Background: an optimization exercise with open tools, aiming at small area, a short achievable clock period and few clock cycles per item. Do not read the settings as production practice. Function was not checked in any run shown here: the RTL went through the layout flow alone. Power figures rest on the tool's default switching activity, not on a simulated workload.

`flow/design.v`:
```
package stk_pkg;
    localparam int K_MAX     = 8;
    localparam int SCORE_W   = 32;
    localparam int IDX_W     = 18;
    localparam int KCFG_W    = 4;
    localparam int MTDATA_W  = 56;
endpackage
module stk_gt
(
    input  logic [31:0] a,
    input  logic [31:0] b,
    output logic        gt
);
    logic [31:0] g0, e0;
    logic [15:0] g1, e1;
    logic [7:0]  g2, e2;
    logic [3:0]  g3, e3;
    logic [1:0]  g4, e4;
    always_comb
    begin
        for (int i = 0; i < 31; i++)
        begin
            g0[i] = a[i] & ~b[i];
            e0[i] = ~(a[i] ^ b[i]);
        end
        g0[31] = ~a[31] & b[31];
        e0[31] = ~(a[31] ^ b[31]);
        for (int i = 0; i < 16; i++)
        begin
            g1[i] = g0[2*i+1] | (e0[2*i+1] & g0[2*i]);
            e1[i] = e0[2*i+1] & e0[2*i];
        end
        for (int i = 0; i < 8; i++)
        begin
            g2[i] = g1[2*i+1] | (e1[2*i+1] & g1[2*i]);
            e2[i] = e1[2*i+1] & e1[2*i];
        end
        for (int i = 0; i < 4; i++)
        begin
            g3[i] = g2[2*i+1] | (e2[2*i+1] & g2[2*i]);
            e3[i] = e2[2*i+1] & e2[2*i];
        end
        for (int i = 0; i < 2; i++)
        begin
            g4[i] = g3[2*i+1] | (e3[2*i+1] & g3[2*i]);
            e4[i] = e3[2*i+1] & e3[2*i];
        end
        gt = g4[1] | (e4[1] & g4[0]);
    end
endmodule
module streaming_top_k_selector_core
(
    input  logic         clk,
    input  logic         rst_n,
    input  logic         cfg_we,
    input  logic [3:0]   cfg_wdata,
    input  logic         s_tvalid,
    output logic         s_tready,
    input  logic [31:0]  s_tdata,
    input  logic         s_tlast,
    output logic         m_tvalid,
    input  logic         m_tready,
    output logic [55:0]  m_tdata,
    output logic [0:0]   m_tuser,
    output logic         m_tlast
);
    localparam logic [17:0] POS_LIMIT = 18'h3FFFF;
    logic [7:0]  km_cfg;         
    logic [17:0] pos_reg;        
    logic        first_reg;      
    logic        rdy_reg;        
    logic        ok_reg;         
    logic        s1_v;
    logic        s1_last;
    logic [7:0]  s1_km;
    logic [31:0] s1_score;
    logic        s2_v;
    logic        s2_last;
    logic [7:0]  s2_km;
    logic [31:0] s2_score;
    logic [17:0] s2_idx;
    logic [7:0]  bt_reg;         
    logic [31:0] sc_reg [8];
    logic [17:0] ix_reg [8];
    logic [7:0]  vld_reg;        
    logic        act_reg;        
    logic [7:0]  ptr_reg;        
    logic [7:0]  rem_reg;        
    logic [7:0]  fil_reg;        
    logic [7:0]  gap_reg;        
    logic [6:0]  room_reg;       
    logic        out_v;
    logic        out_last;
    logic        out_user;
    logic [49:0] out_data;
    logic [7:0]  chain;
    logic [7:0]  at;
    logic [7:0]  sd;
    logic [7:0]  hold;
    logic        ins;
    logic        adj;
    logic        s2_end;
    always_comb
    begin
        chain[0] = 1'b0;
        for (int m = 1; m < 8; m++)
        begin
            chain[m] = chain[m-1] || bt_reg[m-1];
        end
        ins = |bt_reg;
        adj = act_reg && !gap_reg[0];
        for (int m = 0; m < 8; m++)
        begin
            at[m] = bt_reg[m] && !chain[m];
            sd[m] = chain[m] && ((m == 0 ? 1'b1 : vld_reg[(m > 0) ? m - 1 : 0]) || adj);
            hold[m] = !(sd[m] || at[m]);
        end
        s2_end = s2_v && s2_last;
    end
    logic [7:0] gl;
    logic       gi;
    for (genvar j = 0; j < 8; j++)
    begin : g_cmp
        stk_gt u_gt (.a(s1_score), .b(sc_reg[j]), .gt(gl[j]));
    end
    stk_gt u_gti (.a(s1_score), .b(s2_score), .gt(gi));
    logic        load;
    logic        out_keep;
    logic        drain_end;
    logic [49:0] pick;
    assign load      = act_reg && (!out_v || m_tready);
    assign out_keep  = !act_reg || (out_v && !m_tready);
    assign drain_end = !rem_reg[1];
    always_comb
    begin
        pick = '0;
        for (int j = 0; j < 8; j++)
        begin
            pick = pick | ({sc_reg[j], ix_reg[j]} & {50{ptr_reg[j]}});
        end
    end
    logic        move;
    logic        accept;
    logic        s1_load;
    logic        s1_keep;
    logic        s1_v_n;
    logic        s1_last_n;
    logic        s2_v_n;
    logic        s2_end_n;
    logic [7:0]  vld_ins;
    logic [7:0]  vld_n;
    logic        act_n;
    logic [7:0]  ptr_n;
    logic [7:0]  rem_n;
    logic [7:0]  fil_n;
    logic [7:0]  gap_n;
    logic [6:0]  room_n;
    logic        out_v_n;
    logic [7:0]  bt_base;
    logic [7:0]  bt_fix;
    logic [7:0]  bt_n;
    logic        push;           
    assign move    = s1_v && ok_reg;
    assign accept  = s_tvalid && rdy_reg;
    assign s1_load = !s1_v || ok_reg;
    assign s1_keep = s1_v && !ok_reg;
    assign push    = adj && ins;
    always_comb
    begin
        s1_v_n    = accept || (s1_v && !ok_reg);
        s1_last_n = s1_load ? s_tlast : s1_last;
        s2_v_n    = move;
        s2_end_n  = move && s1_last;
        out_v_n   = load || (out_v && !m_tready);
        vld_ins   = ins ? {vld_reg[6:0], 1'b1} : vld_reg;
        if (s2_end)
        begin
            vld_n  = 8'd0;
            act_n  = 1'b1;
            ptr_n  = 8'd1;
            rem_n  = s2_km;
            fil_n  = vld_ins;
            gap_n  = 8'd0;
            for (int i = 0; i < 7; i++)
            begin
                room_n[i] = !s2_km[7-i];
            end
        end
        else
        begin
            vld_n  = vld_ins;
            act_n  = act_reg && !(load && drain_end);
            ptr_n  = ptr_reg;
            if (load)
                ptr_n = {ptr_n[6:0], 1'b0};
            if (push)
                ptr_n = {ptr_n[6:0], 1'b0};
            rem_n  = load ? {1'b0, rem_reg[7:1]} : rem_reg;
            fil_n  = load ? {1'b0, fil_reg[7:1]} : fil_reg;
            gap_n  = gap_reg;
            if (load && !(ins && !adj))
                gap_n = {gap_reg[6:0], 1'b1};
            else if (!load && ins && !adj)
                gap_n = {1'b0, gap_reg[7:1]};
            room_n = push ? {1'b0, room_reg[6:1]} : room_reg;
        end
        for (int m = 0; m < 8; m++)
        begin
            bt_base[m]  = move && s1_km[m];
            bt_fix[m]   = s2_end
                       || (sd[m] && (m == 0 ? 1'b1 : !vld_reg[(m > 0) ? m - 1 : 0]))
                       || (hold[m] && !vld_reg[m]);
            bt_n[m]     = bt_base[m]
                       && (bt_fix[m]
                           || (sd[m] && gl[(m > 0) ? m - 1 : 0])
                           || (at[m] && gi)
                           || (hold[m] && gl[m]));
        end
    end
    logic ld1;
    logic safe1;
    logic blocked1;
    logic ok_n;
    always_comb
    begin
        ld1      = act_n && !out_v_n;
        blocked1 = s1_last_n && (act_n || s2_end_n);
        if (s2_end_n)
            safe1 = !s1_km[7];
        else if (!act_n)
            safe1 = 1'b1;
        else if (!s2_v_n)
            safe1 = gap_n[0] || room_n[0] || ld1;
        else if (gap_n[0])
            safe1 = gap_n[1] || room_n[0] || ld1;
        else
            safe1 = room_n[1] || ld1;
        ok_n = !blocked1 && safe1;
    end
    assign s_tready = rdy_reg;
    assign m_tvalid = out_v;
    assign m_tlast  = out_last;
    assign m_tuser  = out_user;
    assign m_tdata  = {6'b0, out_data};
    always_ff @(posedge clk or negedge rst_n)
    begin
        if (!rst_n)
        begin
            km_cfg    <= 8'h0F;
            first_reg <= 1'b1;
            rdy_reg   <= 1'b1;
            ok_reg    <= 1'b1;
            s1_v      <= 1'b0;
            s2_v      <= 1'b0;
            vld_reg   <= 8'd0;
            act_reg   <= 1'b0;
            out_v     <= 1'b0;
        end
        else
        begin
            if (cfg_we)
            begin
                if (cfg_wdata == 4'd0)
                    km_cfg <= 8'h01;
                else if (cfg_wdata > 4'd8)
                    km_cfg <= 8'hFF;
                else
                    km_cfg <= 8'((9'd1 << cfg_wdata) - 9'd1);
            end
            if (accept)
            begin
                first_reg <= s_tlast;
            end
            rdy_reg <= !s1_v_n || ok_n;
            ok_reg  <= ok_n;
            s1_v    <= s1_v_n;
            s2_v    <= s2_v_n;
            vld_reg <= vld_n;
            act_reg <= act_n;
            out_v   <= out_v_n;
        end
    end
    always_ff @(posedge clk)
    begin
        if (accept)
        begin
            if (first_reg)
                pos_reg <= '0;
            else if (pos_reg != POS_LIMIT)
                pos_reg <= pos_reg + 18'd1;
        end
        s1_km    <= (km_cfg & {8{s1_load}}) | (s1_km & {8{s1_keep}});
        s1_score <= (s_tdata & {32{s1_load}}) | (s1_score & {32{s1_keep}});
        s1_last  <= s1_last_n;
        s2_last  <= s1_last;
        s2_km    <= s1_km;
        s2_score <= s1_score;
        s2_idx   <= pos_reg;
        for (int m = 0; m < 8; m++)
        begin
            bt_reg[m] <= bt_n[m];
            sc_reg[m] <= (sc_reg[m] & {32{hold[m]}})
                       | (sc_reg[(m > 0) ? m - 1 : 0] & {32{sd[m]}})
                       | (s2_score & {32{at[m]}});
            ix_reg[m] <= (ix_reg[m] & {18{hold[m]}})
                       | (ix_reg[(m > 0) ? m - 1 : 0] & {18{sd[m]}})
                       | (s2_idx & {18{at[m]}});
        end
        ptr_reg  <= ptr_n;
        rem_reg  <= rem_n;
        fil_reg  <= fil_n;
        gap_reg  <= gap_n;
        room_reg <= room_n;
        out_last <= (drain_end & load) | (out_last & out_keep);
        out_user <= (fil_reg[0] & load) | (out_user & out_keep);
        out_data <= ((fil_reg[0] ? pick : {32'h8000_0000, 18'b0}) & {50{load}})
                  | (out_data & {50{out_keep}});
    end
endmodule
```
`flow/run.sh`:
```
#!/bin/bash
# synth_recipe.tcl (not shown) runs the flow's synth.tcl, then flattens the netlist and writes it again
# the make line also repeats each setting of config.mk as NAME=value (left out here)
make -C /OpenROAD-flow-scripts/flow DESIGN_CONFIG=/design/flow/config.mk WORK_HOME=/design/flow/orfs CLKGATE_MAP_FILE= SYNTH_SCRIPT=/design/flow/synth_recipe.tcl finish
```
`flow/config.mk`:
```
export PLATFORM = sky130hd
export DESIGN_NAME = streaming_top_k_selector_core
export DESIGN_NICKNAME = streaming_top_k_selector_core
export VERILOG_FILES = /design/flow/design.v
export SDC_FILE = /design/flow/constraint.sdc
export NUM_CORES = 4
export LEC_CHECK = 0
export CAP_MARGIN = 20
export CORE_MARGIN = 2
export CORE_UTILIZATION = 40
export PLACE_DENSITY = 0.6
export SETUP_SLACK_MARGIN = 3.5
export SLEW_MARGIN = 20
```
`flow/constraint.sdc`:
```
create_clock -name core_clock -period 6.0 [get_ports {clk}]
set_input_delay 1.2000 -clock core_clock [delete_from_list [all_inputs] [get_ports {clk}]]
set_output_delay 1.2000 -clock core_clock [all_outputs]
set_load 0.01 [all_outputs]
```
==> results.py, run 1 <==
metrics = {
    "global_route": {
        "globalRouteTotalUtil_pct": 28.0,
        "global_route_wire_length_before_repair_um": 173000,
        "via_count_of_the_first_global_routing_pass": 27000,
        "grt_antenna_before_repair": 3,
        "grt_overflow": 0,
        "grt_max_degree": 53,
    },
    "power": {
        "power-per-cell-area_mw_per_mm2": 636,
        "vdd_drop_max_v": 0.000414,
        "totalPowerFinal_mw": 24.2,
        "leakage_nw": 15.8,
    },
    "setup_path": {
        "r2r_end": "bt_reg[4]",
        "timing.critical_path.fanout_max": 52,
        "ff_to_ff_start": "act_reg",
        "setup_slack_on_the_worst_flop_to_flop_path_ns": 3.31,
        "crit_end": "bt_reg[4]",
        "worst_ep_required_time_ns": 6.52,
        "criticalPathCategory": "flop to flop",
        "cp_data_arrival_time_ns": 3.22,
        "r2r.worst_path.cells": 7,
        "critical_path.endpoint_type": "flop",
        "worst_setup_path_start_kind": "flop",
        "cp-startpoint": "act_reg",
    },
    "floorplanning": {
        "fp.dieH_um": 284,
        "floorplan.rows": 102,
        "die-width_um": 284,
        "floorplan.initialDensity_pct": 40.5,
        "floorplan.io_pins": 102,
        "core_outline_area_mm2": 0.0776,
        "design.die.area_mm2": 0.0808,
    },
    "cells_and_area": {
        "layout.cell_area.non_filler_mm2": 0.0381,
        "utilization_pct": 49.1,
        "post_layout_nonfiller_instances": 4599,
        "layout-drive-gt1-share_pct": 13.9,
        "flow.area_growth_from_synthesis_pct": 21.2,
        "layout.nets": 3817,
        "fill_cell_count": 7265,
    },
    "place": {
        "place_area_mm2": 0.0333,
        "place_hpwl_um": 68000,
        "placed_cells": 4311,
        "pre_cts_slack_ns": 2.05,
        "port_buffers": 95,
        "gp_congestion": 0.919,
    },
    "sta": {
        "maxSlewHeadroom_pct": 20.1,
        "worst_clock_skew_ns": 0.0213,
        "finalSetupViolCount": 0,
        "max_freq_mhz": 371,
        "timing.hold.ws_ns": 0.379,
        "setup_ws_ns": 3.31,
        "setup-tns-final_ns": 0,
        "finalHoldViolations": 0,
        "fin_crit_ns": 2.69,
        "min_period_over_period_pct": 44.9,
        "final_max_slew_viol_count": 0,
        "rsz_0062_raised_after_global_routing": "yes",
        "actual_slew_at_the_worst_max_slew_pin_ns": 1.19,
    },
    "cts": {
        "cts.sinks": 638,
        "clkTransAtPathRegs_ns": 0.06,
        "post_cts_hold_buffer_count": 0,
        "clock_tree_from_tritoncts": "yes",
        "cts-root-buf": "sky130_fd_sc_hd__clkbuf_16",
        "ctsLongestPathBuffers": 3,
        "htree_num_levels": 3,
        "clk_latency_worst_skew_pair_ns": 0.63,
        "cts_inserted_buffers": 75,
    },
    "yosys": {
        "postSynthRegisterBits": 638,
        "syn_inst": 3359,
        "synth-edff-count": 180,
        "synth_most_common_cell": "sky130_fd_sc_hd__nand2_1",
        "synth_cell_types": 69,
        "synth_seq_area_share_pct": 46.8,
        "mean_post_synth_cell_area_um2": 9.35,
        "synth.cells.most_frequent": "sky130_fd_sc_hd__nand2_1, sky130_fd_sc_hd__a22oi_1, sky130_fd_sc_hd__dfxtp_1",
        "postSynth.asyncResetShare_pct": 3.61,
        "synthDominantCellAreaShare_pct": 27.7,
        "synth_flop_cell": "sky130_fd_sc_hd__dfxtp_1",
        "synth.top_cells.by_area": "sky130_fd_sc_hd__dfxtp_1, sky130_fd_sc_hd__edfxtp_1, sky130_fd_sc_hd__ha_1",
        "syn-cell-area_mm2": 0.0314,
        "netlist.top_cell.by_area": "sky130_fd_sc_hd__dfxtp_1",
        "ys_warn_count": 6,
    },
    "flow_run": {
        "drv.max_cap_violation_count": 0,
    },
    "route": {
        "first_iter_violations": 3633,
        "drt-pass1-iter-count": 9,
        "detail_route.drc_violations": 0,
        "ant_nets": 0,
        "routed_wl_um": 117000,
        "drt-vias-per-instance": 6.13,
        "drt-wirelength-per-cell_um": 25.4,
        "via_count": 28200,
    },
    "min_path": {
        "timing.hold.worst.class": "flop to flop",
    },
    "run_status": {
        "run_status": "no timing/DRC/antenna violations",
    },
}
## repair_timing
| action | 4_1_cts | 5_1_grt |
|---|---|---|
| cloned | 12 | 3 |
| endpoints found under the setup margin | 468 | 202 |
| pin swaps | 68 | 35 |
| setup buffers | 107 | 24 |
| resized for setup | 272 | 71 |
## critical path, stage by stage (launching register included)
cell                      delay, ns
sky130_fd_sc_hd__dfrtp_1       0.50
sky130_fd_sc_hd__nor2b_1       0.17
sky130_fd_sc_hd__buf_4         0.25
sky130_fd_sc_hd__nor2_1        0.14
sky130_fd_sc_hd__nor2_4        0.23
sky130_fd_sc_hd__buf_4         0.76
sky130_fd_sc_hd__nor3_1        0.15
sky130_fd_sc_hd__o311a_1       0.38
## per-layer routing
metal	track usage [%]	routed length (um)	part of all wire, %	up-vias
met2	43.0	51200	44	1650
met1	38.4	48800	42	13600
met5	0	15	0.013	-
met3	5.47	12200	10	328
li1	-	-	-	12600
met4	11.5	4710	4.0	4
## cell type report
cell class	instances	area [um^2]	share of cell area, %
clock buffers	114	2190	5.74
well taps	1040	1300	3.42
flip-flops and latches	638	14700	38.7
repair inverters	1	5.00	0.0131
diodes	2	5.00	0.0131
inverters	294	1110	2.92
clock inverters	26	278	0.729
multi-input cells	2210	15800	41.5
repair buffers	274	2670	7.02
## where the power goes
group,internal [mW],leakage (nW),switching (mW)
combinational,4.14,8.90,7.25
clock,2.71,1.21,1.93
sequential,6.43,5.66,1.77
## placed cells by master, fill, tap and decap left out, drive strengths merged, types with 107 or more instances in the layout
cell type	synthesis	routed
a21oi	122	123
a22oi	463	463
buf	21	185
clkbuf	211	116
dfxtp	435	435
edfxtp	180	180
ha	281	281
inv	294	296
nand2	578	578
nor2	105	107
nor3	116	116
o21ai	109	109
## logic make-up (layout without fill, tap and decap cells)
| family | count (synthesis) | in the layout | synth area share, % |
|---|---|---|---|
| XOR/XNOR | 17 | 17 | 0.474 |
| other | 1 | 8 | 0.0119 |
| AND/OR/NAND/NOR | 950 | 956 | 13.1 |
| AO/OA/AOI/OAI | 933 | 937 | 21.6 |
| multiplexers | 13 | 13 | 0.434 |
| buffers and inverters | 526 | 709 | 6.41 |
| adder cells (fa/ha/maj) | 281 | 281 | 11.2 |
| flip-flops | 638 | 638 | 46.8 |
## worst min path at each step
stage          startpoint           to  slack [ns]  depth (start not counted)
2_1_floorplan        flop  s2_score[0]        0.35                          0
3_3_place_gp      s1_last      s2_last        0.37                          0
3_5_place_dp      s1_last      s2_last        0.37                          0
4_1_cts           s1_last      s2_last        0.38                          0
5_1_grt           s1_last      s2_last        0.39                          0
6_report          s1_last      s2_last        0.38                          0
==> inputs of run 2 (changes only) <==
--- a/flow/config.mk
+++ b/flow/config.mk
@@ -9,5 +9,5 @@
 export CORE_MARGIN = 2
 export CORE_UTILIZATION = 40
 export PLACE_DENSITY = 0.6
-export SETUP_SLACK_MARGIN = 3.5
+export SETUP_SLACK_MARGIN = 3.65
 export SLEW_MARGIN = 20
==> results.py, run 2 <==
metrics = {
    "sta": {
        "actual_slew_at_the_worst_max_slew_pin_ns": 1.08,
        "min_period_over_period_pct": 47.7,
        "rsz_0062_raised_after_global_routing": "yes",
        "finalSetupViolCount": 0,
        "fin_crit_ns": 2.86,
        "final_max_slew_viol_count": 0,
        "setup-tns-final_ns": 0,
        "worst_clock_skew_ns": 0.0318,
        "finalHoldViolations": 0,
        "setup_ws_ns": 3.14,
        "max_freq_mhz": 349,
        "maxSlewHeadroom_pct": 28.2,
    },
    "setup_path": {
        "cp_data_arrival_time_ns": 3.39,
        "critical_path.endpoint_type": "flop",
        "r2r_end": "bt_reg[6]",
        "worst_ep_required_time_ns": 6.52,
        "setup_slack_on_the_worst_flop_to_flop_path_ns": 3.14,
        "timing.critical_path.fanout_max": 4,
        "criticalPathCategory": "flop to flop",
        "r2r.worst_path.cells": 10,
        "worst_setup_path_start_kind": "flop",
    },
    "yosys": {
        "synthDominantCellAreaShare_pct": 27.7,
        "postSynth.asyncResetShare_pct": 3.61,
        "synth_flop_cell": "sky130_fd_sc_hd__dfxtp_1",
        "largest_family_of_logic_cells_by_synthesized_area": "compound AO/OA/AOI/OAI gates",
        "postSynthRegisterBits": 638,
        "ys_warn_count": 6,
        "synth.top_cells.by_area": "sky130_fd_sc_hd__dfxtp_1, sky130_fd_sc_hd__edfxtp_1, sky130_fd_sc_hd__ha_1",
        "synth_most_common_cell": "sky130_fd_sc_hd__nand2_1",
        "synth_seq_area_share_pct": 46.8,
        "synth_cell_types": 69,
        "yosys.area_share.adder_pct": 11.2,
        "netlist.top_cell.by_area": "sky130_fd_sc_hd__dfxtp_1",
        "synth.cells.most_frequent": "sky130_fd_sc_hd__nand2_1, sky130_fd_sc_hd__a22oi_1, sky130_fd_sc_hd__dfxtp_1",
        "mean_post_synth_cell_area_um2": 9.35,
        "synth-edff-count": 180,
        "syn_inst": 3359,
        "simple_gate_share_of_the_synthesized_area_pct": 13.1,
        "syn-cell-area_mm2": 0.0314,
        "synth_mux_area_share_pct": 0.434,
        "complex_gate_fraction_of_the_synthesized_area_pct": 21.6,
        "post_synth_xor_area_fraction_pct": 0.474,
    },
    "cts": {
        "cts.sinks": 638,
        "htree_num_levels": 3,
        "post_cts_hold_buffer_count": 0,
        "ctsLongestPathBuffers": 3,
        "cts_inserted_buffers": 73,
        "clock_tree_from_tritoncts": "yes",
        "clkTransAtPathRegs_ns": 0.07,
        "clk_latency_worst_skew_pair_ns": 0.65,
        "cts-root-buf": "sky130_fd_sc_hd__clkbuf_16",
    },
    "route": {
        "met3RoutedLength_um": 13400,
        "routedLengthMet1_um": 49000,
        "met2RoutedLength_um": 51800,
        "detail_route.drc_violations": 0,
        "via_count": 28500,
        "drt-pass1-iter-count": 6,
        "drt-wirelength-per-cell_um": 25.9,
        "ant_nets": 0,
        "routed_wl_um": 121000,
        "first_iter_violations": 3542,
        "drt-vias-per-instance": 6.12,
        "route.top_layer_used": "met5",
    },
    "global_route": {
        "grt_max_degree": 69,
        "global_route_wire_length_before_repair_um": 172000,
        "globalRouteTotalUtil_pct": 28.0,
        "grt_overflow": 0,
        "via_count_of_the_first_global_routing_pass": 26600,
        "grt_antenna_before_repair": 5,
    },
    "power": {
        "power-per-cell-area_mw_per_mm2": 639,
        "vdd_drop_max_v": 0.000421,
        "leakage_nw": 16.3,
    },
    "floorplanning": {
        "fp.dieH_um": 284,
        "design.die.area_mm2": 0.0808,
        "floorplan.rows": 102,
        "floorplan.initialDensity_pct": 40.5,
        "floorplan.io_pins": 102,
        "die-width_um": 284,
        "core_outline_area_mm2": 0.0776,
    },
    "cells_and_area": {
        "layout-drive-gt1-share_pct": 19.0,
        "seq_area_mm2": 0.0147,
        "layout_commonest_cell": "sky130_fd_sc_hd__nand2_1",
        "layout.nets": 3880,
        "most_frequent_cells_in_the_layout": "sky130_fd_sc_hd__nand2_1, sky130_fd_sc_hd__a22oi_1, sky130_fd_sc_hd__dfxtp_1, sky130_fd_sc_hd__inv_1, sky130_fd_sc_hd__ha_1",
        "flow.area_growth_from_synthesis_pct": 25.9,
        "multi_input_comb_area_mm2": 0.0166,
        "fill_cell_count": 7035,
    },
    "min_path": {
        "timing.hold.worst.class": "flop to flop",
        "worst_hold_startpoint": "s1_last",
        "holdPathEnd": "s2_last",
        "whs_path_depth": 0,
    },
    "place": {
        "pre_cts_slack_ns": 2.16,
        "place_hpwl_um": 66700,
        "port_buffers": 95,
        "gp_congestion": 0.902,
    },
    "flow_run": {
        "drv.max_cap_violation_count": 0,
    },
    "run_status": {
        "run_status": "no timing/DRC/antenna violations",
    },
}
run 2: cell counts after synthesis:
No cell type changed its count.
run 2: routing by layer:
| layer | vias up | global-route usage, % |
|---|---|---|
| met4 | 4 | 12.5 |
| met1 | 13700 | 37.4 |
| met3 | 385 | 7.38 |
| li1 | 12700 | - |
| met5 | - | 0 |
| met2 | 1668 | 42.4 |
run 2: worst max path at each step:
stage	from	endpoint	cells past startpoint
2_1_floorplan	m_tready	rdy_reg	9
3_3_place_gp	m_tready	ptr_reg[5]	7
3_5_place_dp	m_tready	ptr_reg[5]	7
4_1_cts	flop	bt_reg[7]	8
5_1_grt	flop	bt_reg[6]	10
6_report	flop	bt_reg[6]	10
run 2: cells by family (layout without fill, tap and decap cells):
| logic type | count (synthesis) | in the layout |
|---|---|---|
| AND/OR/NAND/NOR | 950 | 959 |
| AO/OA/AOI/OAI | 933 | 936 |
| XOR/XNOR | 17 | 17 |
| buffers and inverters | 526 | 768 |
| flip-flops | 638 | 638 |
| adder cells (fa/ha/maj) | 281 | 281 |
| multiplexers | 13 | 13 |
| other | 1 | 9 |
run 2: stage by stage:
step	instances	hold slack, ns	power [mW]	instance area (um^2)	utilization (%)
5_1_grt	4658	0.392	26.5	39500	51.0
6_report	4661	0.377	25.3	39500	51.0
3_5_place_dp	4305	0.376	17.9	33400	43.1
2_1_floorplan	3364	0.346	14.1	31800	-
3_3_place_gp	4305	0.366	17.8	33400	43.1
4_1_cts	4598	0.381	23.8	38000	49.0
run 2: what timing repair did:
item,in CTS,in global routing
pin swaps,82,127
setup endpoints to repair,510,370
buffers inserted,141,44
cloned,16,16
gates resized for setup,422,177
run 2: worst max-delay path, stage by stage (launching register included):
cell                       delay (ns)
sky130_fd_sc_hd__edfxtp_1        0.45
sky130_fd_sc_hd__buf_6           0.16
sky130_fd_sc_hd__buf_6           0.13
sky130_fd_sc_hd__ha_4            0.22
sky130_fd_sc_hd__a211oi_2        0.24
sky130_fd_sc_hd__nor2_1          0.09
sky130_fd_sc_hd__o31ai_2         0.30
sky130_fd_sc_hd__a31oi_2         0.20
sky130_fd_sc_hd__nor4b_4         0.44
sky130_fd_sc_hd__o21ai_1         0.19
sky130_fd_sc_hd__o311a_1         0.34
run 2: layout make-up:
| class | instances | area share, % |
|---|---|---|
| antenna | 3 | 0.0190 |
| timing repair inverter | 1 | 0.0190 |
| timing repair buffer | 337 | 8.32 |
| multi-input combinational | 2212 | 41.9 |
| clock inverter | 34 | 1.06 |
| sequential | 638 | 37.3 |
| clock buffer | 102 | 5.28 |
| tap | 1040 | 3.29 |
| inverter | 294 | 2.81 |
run 2: power breakdown:
group	total [mW]	internal, mW	switching, mW
sequential	8.22	6.43	1.78
clock	4.72	2.80	1.93
combinational	12.3	4.60	7.73
total	25.3	13.8	11.4

-- afterwards: timing with drivers on the ports --
Ports are ideal in the flow. The routed layouts listed here were re-timed in OpenROAD. Step 1 assumes that a clkbuf_16 drives the clock port and a buf_2 every other input. Step 2, shift: input delay + t, output delay - t, t = (earliest + latest rising clock arrival at the registers) / 2. This alone moves slack from input paths to output paths. Three values: no drivers, after step 1, after step 2; two values: the first two.
run | shift t [ns] | setup WS [ns] | hold WS [ns] | latest minus earliest clock arrival (ns) | cell pins on the clock port's net
run 1 | 0.689 | 3.307 / 3.307 / 3.053 | 0.379 / 0.379 / 0.379 | 0.022 / 0.023 | 1
run 2 | 0.702 | 3.137 / 3.137 / 3.113 | 0.377 / 0.377 / 0.377 | 0.033 / 0.032 | 1
After both steps every run listed still meets setup and hold. For run 1, which loses most, drivers alone change the setup slack by 0.000 ns; drivers and shift together by -0.254 ns.
